What follows belongs to an exercise in optimizing a design on an open flow for small area, a short achievable clock period and few clock cycles per item; a production flow would make more cautious choices. At most, simulation tests tie the RTL to the original design; equivalence was not proved. Power figures rest on the tool's default switching activity, not on a simulated workload.

## build 52
// matvec3
module matvec3 (
    input  logic                     clk,
    input  logic                     reset,
    input  logic                     input_valid,
    output logic                     input_ready,
    input  matvec_dims_pkg::sample_t input_data,
    output logic                     output_valid,
    input  logic                     output_ready,
    output matvec_dims_pkg::acc_t    output_data
);
Size: ~1400 cells after synthesis, about 300 flip-flops, ~48 I/O pins.
clock: 8.5 ns
lec_check: 0
cap_margin: 20
core_margin: 2
core_utilization: 40
setup_slack_margin: 5
slew_margin: 20
standard.sh (not shown) runs the stock make flow with config.mk's settings and CLKGATE_MAP_FILE= SYNTH_SCRIPT=/design/flow/synth_recipe.tcl, a recipe that flattens the netlist after the stock synthesis.
==> flow/flow/run.sh <==
#!/bin/bash
# The standard layout, with plain buffers (not delay cells) on the ports.
set -euo pipefail
bash standard.sh BUFFER_PORTS_ARGS="-buffer_cell sky130_fd_sc_hd__buf_4" finish > flow_make.log 2>&1
Build 52 finished every stage and its layout cleared the timing, DRC and antenna checks.
Testbench counts of build 52, summed over its fixed seeds: cycles 4,688, jobs 384.
For build 40, these inputs were changed with respect to build 52:
- setting CTS_BUF_LIST to sky130_fd_sc_hd__clkbuf_8 for the first time
- setting CTS_CLUSTER_SIZE to 16 for the first time
- setting CTS_CLUSTER_DIAMETER to 50 for the first time
- changing CORE_UTILIZATION from 40 to 60
==> flow/flow/run.sh <==
#!/bin/bash
# The standard layout, with plain buffers (not delay cells) on the ports and
# timing repair aimed below the clock period.
set -euo pipefail
bash standard.sh BUFFER_PORTS_ARGS="-buffer_cell sky130_fd_sc_hd__buf_2" SETUP_SLACK_MARGIN=5.4 finish > flow_make.log 2>&1
- Build 52 reports its worst setup path startpoint as neg_q[3]$_DFF_P_ while build 40 reports m_first$_DFF_P_.
- Detailed-route DRC error count: build 52 vs build 40 identical
- Between build 40 and build 52, it is build 40 whose share of cell area taken by flip-flops and latches is higher, by 2.2 points.
- Measured against build 40, the final cell count of build 52 comes out at 1.09 times the reference value.
- Side by side, number of gates on the worst path with buffers counted turned out higher in build 40 than in build 52.
- On worst setup slack: between build 52 and build 40, it ends up lower for build 52.
- Row count, build 52 and build 40, higher one = build 52.
- The final reports for build 40 and build 52 show critical path required time higher in the former.
- Going from build 52 to build 40, the die area was shrunk.
diff inputs: build 40 => build 92
- swapping 60 for 40 in CORE_UTILIZATION
==> flow/flow/run.sh <==
#!/bin/bash
# The standard layout, with plain buffers (not delay cells) on the ports and
# timing repair aimed below the clock period.
set -euo pipefail
bash standard.sh BUFFER_PORTS_ARGS="-buffer_cell sky130_fd_sc_hd__buf_2" SETUP_SLACK_MARGIN=5.8 finish > flow_make.log 2>&1
Notes after the runs:
- Build 92 finished all stages; the layout is clean.
- The lower standby leakage power came out of build 40.
- Re count of antenna-violating nets left after detailed routing: no difference whatsoever between build 92 and build 40.
- Of build 92 and build 40, the lower total power density per cell area belongs to build 92.
- Sort build 92 and build 40 by number of post-CTS setup repair buffers, descending, and build 92 comes first.
- When build 92 is set beside build 40, its average wire length per cell after detail routing turns out to be about 4% smaller.
- In the tables for build 92 and build 40, final non-filler cell total reads higher with build 92.
- Build 92 vs. build 40: fraction of met3 tracks used by global routing went down; final setup violation count comparable.
- Build 92 vs build 40, total routing usage reported by global routing went down by 6.6 points.
[inputs] build 11 vs build 92
- changing CORE_UTILIZATION from 40 to 60
==> flow/flow/run.sh <==
#!/bin/bash
# The standard layout, with plain buffers (not delay cells) on the ports and
# timing repair aimed below the clock period.
set -euo pipefail
bash standard.sh BUFFER_PORTS_ARGS="-buffer_cell sky130_fd_sc_hd__buf_2" SETUP_SLACK_MARGIN=5.45 finish > flow_make.log 2>&1
[summary]
Build 11 | stages: all done | timing, DRC, antenna: all pass
Per the comparison of build 11 with build 92, achievable clock frequency lower, overall track demand over capacity in global routing higher, number of non-filler instances in the completed layout lower, final period demand of the worst path higher, worst-case setup margin in the final layout lower.
Count of plain and timing-repair buffers in the layout in build 11 is about 50% lower than in build 92
Library cell contributing the largest single delay on the critical path: fa_2 -> build 92, fa_1 -> build 11
For the final design utilization, build 11 came in 18 points higher than build 92 did.


matvec3, a different RTL version from the one above (not shown whole).
For scale: about 1400 cells after synthesis, roughly 300 flip-flops, ~48 I/O pins, about 15000 um^2 of cells after synthesis.
clock: 8.5 ns
lec_check: 0
cap_margin: 20
core_margin: 2
core_utilization: 60
cts_buf_list: sky130_fd_sc_hd__clkbuf_8
cts_cluster_diameter: 50
cts_cluster_size: 16
setup_slack_margin: 5
slew_margin: 20
==> flow/flow/run.sh <==
#!/bin/bash
# The standard layout, with plain buffers (not delay cells) on the ports and
# timing repair aimed below the clock period.
set -euo pipefail
bash standard.sh BUFFER_PORTS_ARGS="-buffer_cell sky130_fd_sc_hd__buf_2" SETUP_SLACK_MARGIN=5.65 finish > flow_make.log 2>&1
The first run completed without violations.
==> next run, changes <==
==> flow/flow/run.sh (replaced) <==
#!/bin/bash
# The standard layout, with plain buffers (not delay cells) on the ports and
# timing repair aimed below the clock period.
set -euo pipefail
bash standard.sh BUFFER_PORTS_ARGS="-buffer_cell sky130_fd_sc_hd__buf_2" SETUP_SLACK_MARGIN=5.55 finish > flow_make.log 2>&1
Outcome: The changed run finished clean; setup slack gets better by 0.043 ns; worst hold slack gets worse by 0.0046 ns; routed wire length falls by 6.9%; combinational power falls by 21%; fmax rises by 1.4%; cell count falls by 3.1%; power falls by 2.6%; cell area falls by 5.2%; synthesized area does not change; clock power falls by 3.8%.
==> next run, changes <==
==> flow/flow/run.sh (replaced) <==
#!/bin/bash
# The standard layout, with plain buffers (not delay cells) on the ports and
# timing repair aimed below the clock period.
set -euo pipefail
bash standard.sh BUFFER_PORTS_ARGS="-buffer_cell sky130_fd_sc_hd__buf_2" SETUP_SLACK_MARGIN=5.4 finish > flow_make.log 2>&1
Non-clock buffer count went down by 19.
Clock power barely changes.
Worst setup slack gets worse by 0.093 ns.
Clock-buffer cell count went up by 2.
Total power stays flat.
Wire length went up by 1.0%.
Synthesized area stays the same.
==> next run, changes <==
==> flow/flow/run.sh (replaced) <==
#!/bin/bash
# The standard layout, with plain buffers (not delay cells) on the ports and
# timing repair aimed below the clock period.
set -euo pipefail
bash standard.sh BUFFER_PORTS_ARGS="-buffer_cell sky130_fd_sc_hd__buf_2" SETUP_SLACK_MARGIN=5.45 finish > flow_make.log 2>&1
Effect: The new run passed the timing, DRC and antenna checks. Global-route usage drops by 0.24 points. Power grows slightly. Cell area went up slightly. Via count is about the same. Clock-buffer cell count stays the same. Wire length is higher slightly. Clock power grows by a few percent.
No run of this note included a check of the RTL's function; only the layout flow was run.


RTL: one of the versions met above, not the one the previous note started from.
For scale: ~300 flip-flops, about 48 I/O pins, roughly 15000 µm² of cells after synthesis.
Settings: LEC_CHECK=0, CAP_MARGIN=20, CORE_MARGIN=2, CORE_UTILIZATION=40, CTS_BUF_LIST=sky130_fd_sc_hd__clkbuf_8, CTS_CLUSTER_DIAMETER=60, CTS_CLUSTER_SIZE=18, SETUP_SLACK_MARGIN=5, SLEW_MARGIN=20; clock period 8.5 ns.
run.sh (not shown) runs the stock make flow with config.mk's settings and CLKGATE_MAP_FILE= SYNTH_SCRIPT=/design/flow/synth_recipe.tcl, a recipe that flattens the netlist after the stock synthesis.
Stock flow here: none of the scripts above is used.
The baseline produced a clean layout.
Testbench counts at the start, summed over its fixed seeds: cycles 4,688, jobs 384.
Edit:
==> flow/flow/run.sh (new file) <==
#!/bin/bash
# The standard layout, with plain buffers (not delay cells) on the ports and
# timing repair aimed below the clock period.
set -euo pipefail
bash standard.sh BUFFER_PORTS_ARGS="-buffer_cell sky130_fd_sc_hd__buf_2" SETUP_SLACK_MARGIN=5.4 finish > flow_make.log 2>&1
==> flow/standard.sh (new file) <==
#!/bin/bash
# synth_recipe.tcl (not shown) runs the flow's synth.tcl, then flattens the netlist and writes it again
# the make line also repeats each setting of config.mk as NAME=value (left out here)
make -C /OpenROAD-flow-scripts/flow DESIGN_CONFIG=/design/flow/config.mk WORK_HOME=/design/flow/orfs CLKGATE_MAP_FILE= SYNTH_SCRIPT=/design/flow/synth_recipe.tcl "${@:-finish}"
Settings changed: CORE_UTILIZATION 40 to 70, CTS_CLUSTER_DIAMETER 60 to 50, CTS_CLUSTER_SIZE 18 to 16, PLACE_DENSITY from default to 0.8.
removed: flow/run.sh
The changed run ran to the end with no violations.
Wire length is lower by 2.7%.
Setup slack is better by 0.38 ns.
Power is higher by 1.0%.
Sequential cell count stays the same.
Edit:
==> flow/run.sh (new file) <==
#!/bin/bash
# synth_recipe.tcl (not shown) runs the flow's synth.tcl, then flattens the netlist and writes it again
# the make line also repeats each setting of config.mk as NAME=value (left out here)
make -C /OpenROAD-flow-scripts/flow DESIGN_CONFIG=/design/flow/config.mk WORK_HOME=/design/flow/orfs CLKGATE_MAP_FILE= SYNTH_SCRIPT=/design/flow/synth_recipe.tcl finish
Settings changed: CORE_UTILIZATION 70 to 60, CTS_BUF_LIST sky130_fd_sc_hd__clkbuf_8 to default, CTS_CLUSTER_DIAMETER 50 to default, CTS_CLUSTER_SIZE 16 to 60, PLACE_DENSITY 0.8 to default.
removed: flow/flow/run.sh
removed: flow/standard.sh
=> The changed run completed without violations. Worst hold slack loses 0.0065 ns. Global-route usage is lower by 3.3 points. Flip-flop and latch count does not change. Area after synthesis stays the same. Routed wire length climbs slightly. Final area went up by a few percent. Fmax falls by roughly a tenth. Worst setup slack is worse by 0.33 ns. Final cell count increases by a few percent. Via count fell slightly. Total power is higher by about a fifth.
Edit:
Settings changed: CORE_UTILIZATION 60 to 40, CTS_BUF_LIST from default to sky130_fd_sc_hd__clkbuf_8 sky130_fd_sc_hd__clkbuf_16, CTS_CLUSTER_DIAMETER from default to 60, CTS_CLUSTER_SIZE 60 to 20.
=> The new run ran to the end with no violations; non-clock buffer count fell by 2; cell count rose by a little under a tenth; wire length rose slightly; worst setup slack got worse by 0.036 ns.


Setup of run A:
Starting RTL as in the previous note.
clock: 8.5 ns
lec_check: 0
cap_margin: 20
core_margin: 2
core_utilization: 55
cts_buf_list: sky130_fd_sc_hd__clkbuf_8
cts_cluster_diameter: 50
cts_cluster_size: 16
setup_slack_margin: 5
slew_margin: 20
standard.sh (not shown) runs the stock make flow with config.mk's settings and CLKGATE_MAP_FILE= SYNTH_SCRIPT=/design/flow/synth_recipe.tcl, a recipe that flattens the netlist after the stock synthesis.
==> flow/flow/run.sh <==
#!/bin/bash
# The standard layout, with plain buffers (not delay cells) on the ports and
# timing repair aimed below the clock period.
set -euo pipefail
bash standard.sh BUFFER_PORTS_ARGS="-buffer_cell sky130_fd_sc_hd__buf_2" SETUP_SLACK_MARGIN=5.4 finish > flow_make.log 2>&1
Testbench counts of run A, summed over its fixed seeds: cycles 4,688, jobs 384.
diff inputs: run A => run B
- CORE_UTILIZATION: 55 -> 40
- CTS_CLUSTER_DIAMETER: 50 -> unset
- CTS_BUF_LIST: sky130_fd_sc_hd__clkbuf_8 -> unset
- SETUP_SLACK_MARGIN: 5 -> unset
- CTS_CLUSTER_SIZE: 16 -> unset
==> flow/run.sh (new file) <==
#!/bin/bash
# synth_recipe.tcl (not shown) runs the flow's synth.tcl, then flattens the netlist and writes it again
# the make line also repeats each setting of config.mk as NAME=value (left out here)
make -C /OpenROAD-flow-scripts/flow DESIGN_CONFIG=/design/flow/config.mk WORK_HOME=/design/flow/orfs CLKGATE_MAP_FILE= SYNTH_SCRIPT=/design/flow/synth_recipe.tcl finish
removed: flow/flow/run.sh
removed: flow/standard.sh
--- outcome ---
Cmp run B vs run A: buffer count excluding the clock tree in the final layout lower in run B. The via count reported for run B is higher than the one for run A. Taking run A as the reference point, the ratio of cells with drive above 1 in the final layout of run B falls by 7.5 points. On number of DRC markers after the initial detailed-route iteration, the lower figure sits with run A, not run B. Compared with run A, run B shows a global-route usage that is 5.2 points lower. Compared with run A, in run B relative area change from synthesis to final layout up 3.7 points, final period demand of the worst path went up. Run B vs run A: die extent in x up in run B. The post-route cell area number comes out lower for run A vs run B. Against run A, run B reports a worst setup margin that is lower.
The following lists how run C was set up differently from run B:
- SETUP_SLACK_MARGIN newly set to 5
- CTS_BUF_LIST newly set to sky130_fd_sc_hd__clkbuf_8
- CTS_CLUSTER_SIZE newly set to 14
==> summary.txt <==
- Via count normalized by instance count ends up higher on run B.
- Clock-pin transition on the worst setup and hold timing paths: run C vs run B — no meaningful difference
- Diff run B -> run C: routed wire length shows an increase of about 2%; utilization of the core after routing shows an increase of 0.21 points; worst setup slack shows an increase of 0.013 ns; worst hold-check slack shows an increase of 0.0060 ns; synthesized cell count shows no meaningful change.
- Lower minimum period implied by the final worst setup slack was reported by run C, not run B.
- Summary: with run B as the reference, wire length of the first global-routing pass in run C moved up slightly.
- Run C did not stop at any stage, and its layout met the timing, DRC and antenna checks.
- Against run B as the reference, run C delivers a higher clock-buffer cell count.
- Run B consumes less power than run C.
### run C -> run D
- changing CTS_CLUSTER_SIZE from 14 to 20
- setting CTS_CLUSTER_DIAMETER to 60 for the first time
[summary]
- Compared run C against run D; detailed-route wire length per cell within noise.
- Run D ended up with a lower pin slew with the least headroom to its limit than run C did.
- Compared with run C, in run D number of clock buffers in the layout went down; worst-case register-to-register setup slack saw little to no change.
- From run D to run C, share of synthesized registers carrying an async set or reset did not move at all.
- Run D: total routing resource utilization after global routing is 0.52 points lower than what run C reported.
- Run C has a higher share of power burned in the clock network than run D.
- Run D: total power about 18% below run C
Inputs modified between run D and run E:
- CTS_CLUSTER_DIAMETER changed from 60 to 50
- CORE_UTILIZATION changed from 40 to 60
- CTS_CLUSTER_SIZE changed from 20 to 16
Findings:
- Between run E and run D, the clock latency at the later pin of the worst-skew pair does not differ in any meaningful way.
- Changes observed in run E relative to run D: area added between synthesis and finish shrank by 0.91 points, sequential area share after synthesis held steady, final HPWL from detailed placement shrank by 600 microns, largest net degree at the start of global routing held steady, final instance area shrank by about 0.8%.
- Number of cell rows ended up 13 lower on run E than on run D.
- Lower core utilization was reported by run D, not run E.
- Changes observed in run E relative to run D: combinational power held; minimum clock period went down.
- The higher via count of the first global-routing pass of run D and run E is in run D.
- Run E ran to completion and came out clean on the timing, DRC and antenna checks.
Changes in run F relative to run E:
- CORE_UTILIZATION: 60 -> 40
==> flow/flow/run.sh (new file) <==
#!/bin/bash
# The standard layout, with plain buffers (not delay cells) on the ports and
# timing repair aimed below the clock period.
set -euo pipefail
bash standard.sh BUFFER_PORTS_ARGS="-buffer_cell sky130_fd_sc_hd__buf_2" SETUP_SLACK_MARGIN=5.4 finish > flow_make.log 2>&1
==> flow/standard.sh (new file) <==
#!/bin/bash
# synth_recipe.tcl (not shown) runs the flow's synth.tcl, then flattens the netlist and writes it again
# the make line also repeats each setting of config.mk as NAME=value (left out here)
make -C /OpenROAD-flow-scripts/flow DESIGN_CONFIG=/design/flow/config.mk WORK_HOME=/design/flow/orfs CLKGATE_MAP_FILE= SYNTH_SCRIPT=/design/flow/synth_recipe.tcl "${@:-finish}"
removed: flow/run.sh
## What came out
Taking run E as the reference, in run F part of the power in combinational logic fell by 0.3 points, global routing usage summed across all routing layers -6.5 points.
Against run E, shortest period the worst path allows in run F came out better.
Re final routed DRC violation total: no difference whatsoever between run F and run E.
When the final numbers for run E and run F were put side by side, the final area turned out to be greater in run F.
Status: worst hold slack parity (run E, run F)


Starting RTL as in the previous note.
clock: 8.5 ns
lec_check: 0
cap_margin: 20
core_margin: 2
core_utilization: 40
cts_buf_list: sky130_fd_sc_hd__clkbuf_4
cts_cluster_size: 10
setup_slack_margin: 5
slew_margin: 20
run.sh (not shown) runs the stock make flow with config.mk's settings and CLKGATE_MAP_FILE= SYNTH_SCRIPT=/design/flow/synth_recipe.tcl, a recipe that flattens the netlist after the stock synthesis.
Stock flow here: none of the scripts above is used.
The baseline finished clean.
Testbench counts at the start, summed over its fixed seeds: cycles 4,688, jobs 384.
Edit:
==> flow/flow/run.sh (new file) <==
#!/bin/bash
# The standard layout, with plain buffers (not delay cells) on the ports.
set -euo pipefail
bash standard.sh BUFFER_PORTS_ARGS="-buffer_cell sky130_fd_sc_hd__buf_1" finish > flow_make.log 2>&1
==> flow/standard.sh (new file) <==
#!/bin/bash
# synth_recipe.tcl (not shown) runs the flow's synth.tcl, then flattens the netlist and writes it again
# the make line also repeats each setting of config.mk as NAME=value (left out here)
make -C /OpenROAD-flow-scripts/flow DESIGN_CONFIG=/design/flow/config.mk WORK_HOME=/design/flow/orfs CLKGATE_MAP_FILE= SYNTH_SCRIPT=/design/flow/synth_recipe.tcl "${@:-finish}"
--- a/flow/config.mk
+++ b/flow/config.mk
@@ -7,8 +7,9 @@
 export LEC_CHECK = 0
-export CAP_MARGIN = 20
+export CAP_MARGIN = 60
 export CORE_MARGIN = 2
 export CORE_UTILIZATION = 40
-export CTS_BUF_LIST = sky130_fd_sc_hd__clkbuf_4
-export CTS_CLUSTER_SIZE = 10
+export CTS_BUF_LIST = sky130_fd_sc_hd__clkbuf_8
+export CTS_CLUSTER_DIAMETER = 50
+export CTS_CLUSTER_SIZE = 16
 export SETUP_SLACK_MARGIN = 5
-export SLEW_MARGIN = 20
+export SLEW_MARGIN = 60
removed: flow/run.sh
=> Hold slack is better by 0.040 ns. Final area fell by 3.2%. Fmax rose by 0.65%. Sequential cell count stays the same. Setup slack is better by 0.022 ns. Non-clock buffer count rose by 2. Routed wire length rose by 1.5%. Sequential power barely changes. Via count fell by 2.0%. Critical path depth rose by 2.

port drivers added, routing unchanged:
The results above use ideal ports. As a check the final layouts listed here were re-extracted and re-timed, cells and wires unchanged.
Step 1 (the two cells are an assumption about what drives the block):
set clk [get_ports {clk}]
set_driving_cell -lib_cell sky130_fd_sc_hd__clkbuf_16 $clk
set_driving_cell -lib_cell sky130_fd_sc_hd__buf_2 [delete_from_list [all_inputs] $clk]
Step 2 moves the port delays by t, midway between the first and last clock arrival at a register: inputs arrive t later, outputs are due t later. That takes back most of the time a late clock gives input paths.
a / b / c = ideal / step 1 / step 2; a / b = the first two.
run	shift t [ns]	setup WS [ns]	hold WS [ns]	latest minus earliest clock arrival (ns)	cell pins on the clock port's net
build 52	0.572	5.150 / 5.150 / 5.102	0.323 / 0.323 / 0.323	0.019 / 0.019	1
build 40	0.631	5.477 / 5.477 / 5.063	0.323 / 0.323 / 0.323	0.020 / 0.020	1
build 92	0.625	5.588 / 5.588 / 5.421	0.324 / 0.324 / 0.324	0.027 / 0.027	1
build 11	0.621	5.505 / 5.505 / 5.132	0.320 / 0.320 / 0.320	0.024 / 0.024	1
the first run of note 2	0.638	5.511 / 5.511 / 5.511	0.327 / 0.327 / 0.327	0.024 / 0.024	1
the second run of note 2	0.617	5.554 / 5.554 / 5.260	0.322 / 0.322 / 0.322	0.019 / 0.019	1
the third run of note 2	0.634	5.461 / 5.461 / 5.221	0.320 / 0.320 / 0.320	0.028 / 0.028	1
the fourth run of note 2	0.641	5.535 / 5.535 / 5.241	0.328 / 0.328 / 0.328	0.020 / 0.020	1
the first run of note 3	0.615	5.073 / 5.073 / 4.720	0.321 / 0.321 / 0.321	0.062 / 0.063	1
the second run of note 3	0.611	5.457 / 5.457 / 4.992	0.324 / 0.324 / 0.324	0.032 / 0.032	1
the third run of note 3	0.606	5.129 / 5.129 / 4.737	0.317 / 0.317 / 0.317	0.015 / 0.014	1
the fourth run of note 3	0.587	5.093 / 5.093 / 4.713	0.322 / 0.322 / 0.322	0.037 / 0.037	1
run A	0.637	5.465 / 5.423 / 5.114	0.324 / 0.324 / 0.324	0.023 / 0.023	1
run B	0.591	5.078 / 5.029 / 4.698	0.312 / 0.312 / 0.312	0.016 / 0.016	1
run C	0.637	5.091 / 5.091 / 4.704	0.318 / 0.318 / 0.318	0.022 / 0.022	1
run D	0.613	5.095 / 5.095 / 4.724	0.321 / 0.321 / 0.321	0.064 / 0.064	1
run E	0.629	5.121 / 5.089 / 4.730	0.325 / 0.325 / 0.325	0.015 / 0.015	1
run F	0.577	5.487 / 5.487 / 5.437	0.326 / 0.326 / 0.326	0.030 / 0.029	1
the first run of note 5	0.754	5.133 / 5.101 / 4.671	0.280 / 0.280 / 0.280	0.074 / 0.073	1
the second run of note 5	0.580	5.155 / 5.155 / 5.155	0.320 / 0.320 / 0.320	0.047 / 0.047	1
After both steps every run listed still meets setup and hold. The setup slack of the second run of note 3, which loses most, moves by 0.000 ns with the drivers and by -0.465 ns with both steps.
